Source: an optimization exercise on an open RTL-to-GDS flow (aim: small area and a short achievable clock period). Production flows keep margins and buffers that such runs may drop.
At most, simulation tests tie the RTL to the original design; equivalence was not proved.
Power and IR drop assume default switching activity.

==> module normal_reorder_buffer, before the edit <==
module normal_reorder_buffer #(
  parameter int WIDTH    = 16,
  parameter int Q_BITS   = 8,
  parameter int TAG_BITS = 5
) (
  input  logic                  clk,
  input  logic                  reset,
  input  logic                  alloc_req,
  output logic                  alloc_gnt,
  output logic [TAG_BITS-1:0]   alloc_tag,
  input  logic                  wr_valid,
  input  logic [TAG_BITS-1:0]   wr_tag,
  input  logic [3*WIDTH-1:0]    wr_data,    
  output logic                  out_valid,
  input  logic                  out_ready,
  output logic [3*WIDTH-1:0]    out_data,   
  output logic [TAG_BITS-1:0]   out_tag,
  output logic [TAG_BITS:0]     count,
  output logic                  full,
  output logic                  err
);
  localparam int DEPTH = 1 << TAG_BITS;
  localparam int CW    = TAG_BITS + 1;
  localparam int DW    = 3 * WIDTH;
  logic [TAG_BITS-1:0] head_q, tail_q;
  logic [DEPTH-1:0]    hp1_q;           
  logic [CW-1:0]       cnt_q;
  logic [DEPTH-1:0]    done_q;
  logic                err_q;
  logic [DW-1:0]       mem [DEPTH];
  logic                ov_q;
  logic [DW-1:0]       od_q;
  logic [TAG_BITS-1:0] ot_q;
  logic [TAG_BITS-1:0] wr_off, head_p1;
  logic                wr_alloc, wr_ok, gnt, retire;
  logic [DEPTH-1:0]    head_oh, wr_dec, sel1;
  logic                nxt_done, pw0, pw1, valid_n;
  logic [DW-1:0]       rd1, data_n;
  assign wr_off   = wr_tag - head_q;
  assign wr_alloc = {1'b0, wr_off} < cnt_q;
  assign wr_ok    = wr_valid & wr_alloc & ~done_q[wr_tag];
  assign gnt      = alloc_req & ~cnt_q[CW-1] & ~reset;
  assign retire   = ov_q & out_ready;
  assign head_p1  = head_q + 1'b1;
  always_comb begin
    for (int i = 0; i < DEPTH; i++) begin
      head_oh[i] = hp1_q[(i + 1) % DEPTH];
      wr_dec[i]  = (wr_tag == TAG_BITS'(i));
    end
  end
  assign sel1     = hp1_q & done_q;
  assign nxt_done = |sel1;
  always_comb begin
    rd1 = '0;
    for (int i = 0; i < DEPTH; i++)
      rd1 = rd1 | ({DW{sel1[i]}} & mem[i]);
  end
  assign pw0 = wr_valid & (wr_tag == head_q) & (cnt_q != '0) & ~ov_q;
  assign pw1 = wr_valid & (wr_tag == head_p1) & (cnt_q > CW'(1)) & ~nxt_done;
  always_comb begin
    if (retire) begin
      valid_n = nxt_done | pw1;
      data_n  = rd1 | (pw1 ? wr_data : '0);
    end else begin
      valid_n = ov_q | pw0;
      data_n  = ov_q ? od_q : (pw0 ? wr_data : '0);
    end
  end
  assign alloc_gnt = gnt;
  assign alloc_tag = tail_q;
  assign out_valid = ov_q;
  assign out_data  = od_q;
  assign out_tag   = ot_q;
  assign count     = cnt_q;
  assign full      = cnt_q[CW-1];
  assign err       = err_q;
  always_ff @(posedge clk or posedge reset) begin
    if (reset) begin
      head_q <= '0;
      hp1_q  <= DEPTH'(2);
      tail_q <= '0;
      cnt_q  <= '0;
      err_q  <= 1'b0;
      ov_q   <= 1'b0;
      od_q   <= '0;
      ot_q   <= '0;
    end else begin
      if (gnt) tail_q <= tail_q + 1'b1;
      if (retire) begin
        head_q <= head_p1;
        hp1_q  <= {hp1_q[DEPTH-2:0], hp1_q[DEPTH-1]};
      end
      cnt_q <= cnt_q + CW'(gnt) - CW'(retire);
      err_q <= wr_valid & ~wr_ok;
      ov_q  <= valid_n;
      od_q  <= data_n;
      ot_q  <= valid_n ? (retire ? head_p1 : head_q) : '0;
    end
  end
  always_ff @(posedge clk or posedge reset) begin
    if (reset) begin
      done_q <= '0;
    end else begin
      for (int i = 0; i < DEPTH; i++) begin
        if (done_q[i]) begin
          if (retire && head_oh[i]) done_q[i] <= 1'b0;
        end else begin
          if (wr_ok && wr_dec[i]) done_q[i] <= 1'b1;
        end
      end
    end
  end
  always_ff @(posedge clk) begin
    for (int i = 0; i < DEPTH; i++)
      if (wr_valid && wr_dec[i] && !done_q[i]) mem[i] <= wr_data;
  end
endmodule
clock: 4.5 ns
lec_check: 0
cap_margin: 20
core_margin: 2
core_utilization: 45
slew_margin: 20
run.sh (not shown) runs the stock make flow with config.mk's settings and CLKGATE_MAP_FILE= SYNTH_SCRIPT=/design/flow/synth_recipe.tcl, a recipe that flattens the netlist after the stock synthesis.
Change:
==> flow/design.v (replaced) <==
module normal_reorder_buffer #(
  parameter int WIDTH    = 16,
  parameter int Q_BITS   = 8,
  parameter int TAG_BITS = 5
) (
  input  logic                  clk,
  input  logic                  reset,
  input  logic                  alloc_req,
  output logic                  alloc_gnt,
  output logic [TAG_BITS-1:0]   alloc_tag,
  input  logic                  wr_valid,
  input  logic [TAG_BITS-1:0]   wr_tag,
  input  logic [3*WIDTH-1:0]    wr_data,    
  output logic                  out_valid,
  input  logic                  out_ready,
  output logic [3*WIDTH-1:0]    out_data,   
  output logic [TAG_BITS-1:0]   out_tag,
  output logic [TAG_BITS:0]     count,
  output logic                  full,
  output logic                  err
);
  localparam int DEPTH = 1 << TAG_BITS;
  localparam int CW    = TAG_BITS + 1;
  localparam int DW    = 3 * WIDTH;
  logic [TAG_BITS-1:0] head_q, tail_q;
  logic [CW-1:0]       cnt_q;
  logic [DEPTH-1:0]    done_q;
  logic                err_q;
  logic [DW-1:0]       mem [DEPTH];
  logic [TAG_BITS-1:0] wr_off;
  logic                wr_alloc, wr_ok, gnt, retire, valid_w;
  logic [DEPTH-1:0]    head_dec, wr_dec, sel;
  assign wr_off   = wr_tag - head_q;
  assign wr_alloc = {1'b0, wr_off} < cnt_q;
  assign wr_ok    = wr_valid & wr_alloc & ~done_q[wr_tag];
  assign gnt      = alloc_req & ~cnt_q[CW-1] & ~reset;
  always_comb begin
    for (int i = 0; i < DEPTH; i++) begin
      head_dec[i] = (head_q == TAG_BITS'(i));
      wr_dec[i]   = (wr_tag == TAG_BITS'(i));
    end
  end
  assign sel     = head_dec & done_q;
  assign valid_w = |sel;
  assign retire  = valid_w & out_ready;
  always_comb begin
    out_data = '0;
    for (int i = 0; i < DEPTH; i++)
      out_data = out_data | ({DW{sel[i]}} & mem[i]);
  end
  assign alloc_gnt = gnt;
  assign alloc_tag = tail_q;
  assign out_valid = valid_w;
  assign out_tag   = valid_w ? head_q : '0;
  assign count     = cnt_q;
  assign full      = cnt_q[CW-1];
  assign err       = err_q;
  always_ff @(posedge clk or posedge reset) begin
    if (reset) begin
      head_q <= '0;
      tail_q <= '0;
      cnt_q  <= '0;
      err_q  <= 1'b0;
    end else begin
      if (gnt)    tail_q <= tail_q + 1'b1;
      if (retire) head_q <= head_q + 1'b1;
      cnt_q <= cnt_q + CW'(gnt) - CW'(retire);
      err_q <= wr_valid & ~wr_ok;
    end
  end
  always_ff @(posedge clk or posedge reset) begin
    if (reset) begin
      done_q <= '0;
    end else begin
      for (int i = 0; i < DEPTH; i++) begin
        if (done_q[i]) begin
          if (retire && head_dec[i]) done_q[i] <= 1'b0;
        end else begin
          if (wr_ok && wr_dec[i]) done_q[i] <= 1'b1;
        end
      end
    end
  end
  always_ff @(posedge clk) begin
    for (int i = 0; i < DEPTH; i++)
      if (wr_valid && wr_dec[i] && !done_q[i]) mem[i] <= wr_data;
  end
endmodule
Effect:
- With this change the flow finished but fails on negative setup slack
- wire length is about the same
- first-iteration DRC count came out higher by 5.3%
- fmax came out lower by 28%
- count of clock-buffer cells in the layout came out lower by 15
- worst setup slack is worse by 1.3 ns
- via count came out lower by 1.8%
- clock power came out lower by about 5%
- cell area came out lower by 1.5%
- synthesized cell count came out lower by 8.8%
- sequential power came out lower by about 3%
- core utilization came out higher by 2.4 points
The RTL of the second run of this note was laid out without a check of its function.

[what the ideal ports hide]
The results above use ideal ports. As a check the final layouts listed here were re-extracted and re-timed, cells and wires unchanged.
Step 1, drivers: a clkbuf_16 drives clk and a buf_2 each remaining input, both assumed.
Step 2 also shifts input and output timing later by t, the mid clock arrival at the registers, as if the neighbouring blocks saw the same clock.
a / b / c = no drivers / after step 1 / after step 2; a / b = the first two.
run | t (ns) | setup WS [ns] | hold slack, ns | worst setup path after step 2 | slew at the worst register clock pin (ns)
the first run | 0.859 | 1.219 / 1.178 / 0.641 | 0.469 / 0.469 / 0.469 | input to register | 0.06 / 0.06
the second run | 0.835 | -0.069 / -0.143 / 0.037 | 0.483 / 0.483 / 0.483 | register to register | 0.07 / 0.07
The setup slack of the first run, which loses most, moves by -0.041 ns with the drivers and by -0.578 ns with both steps.
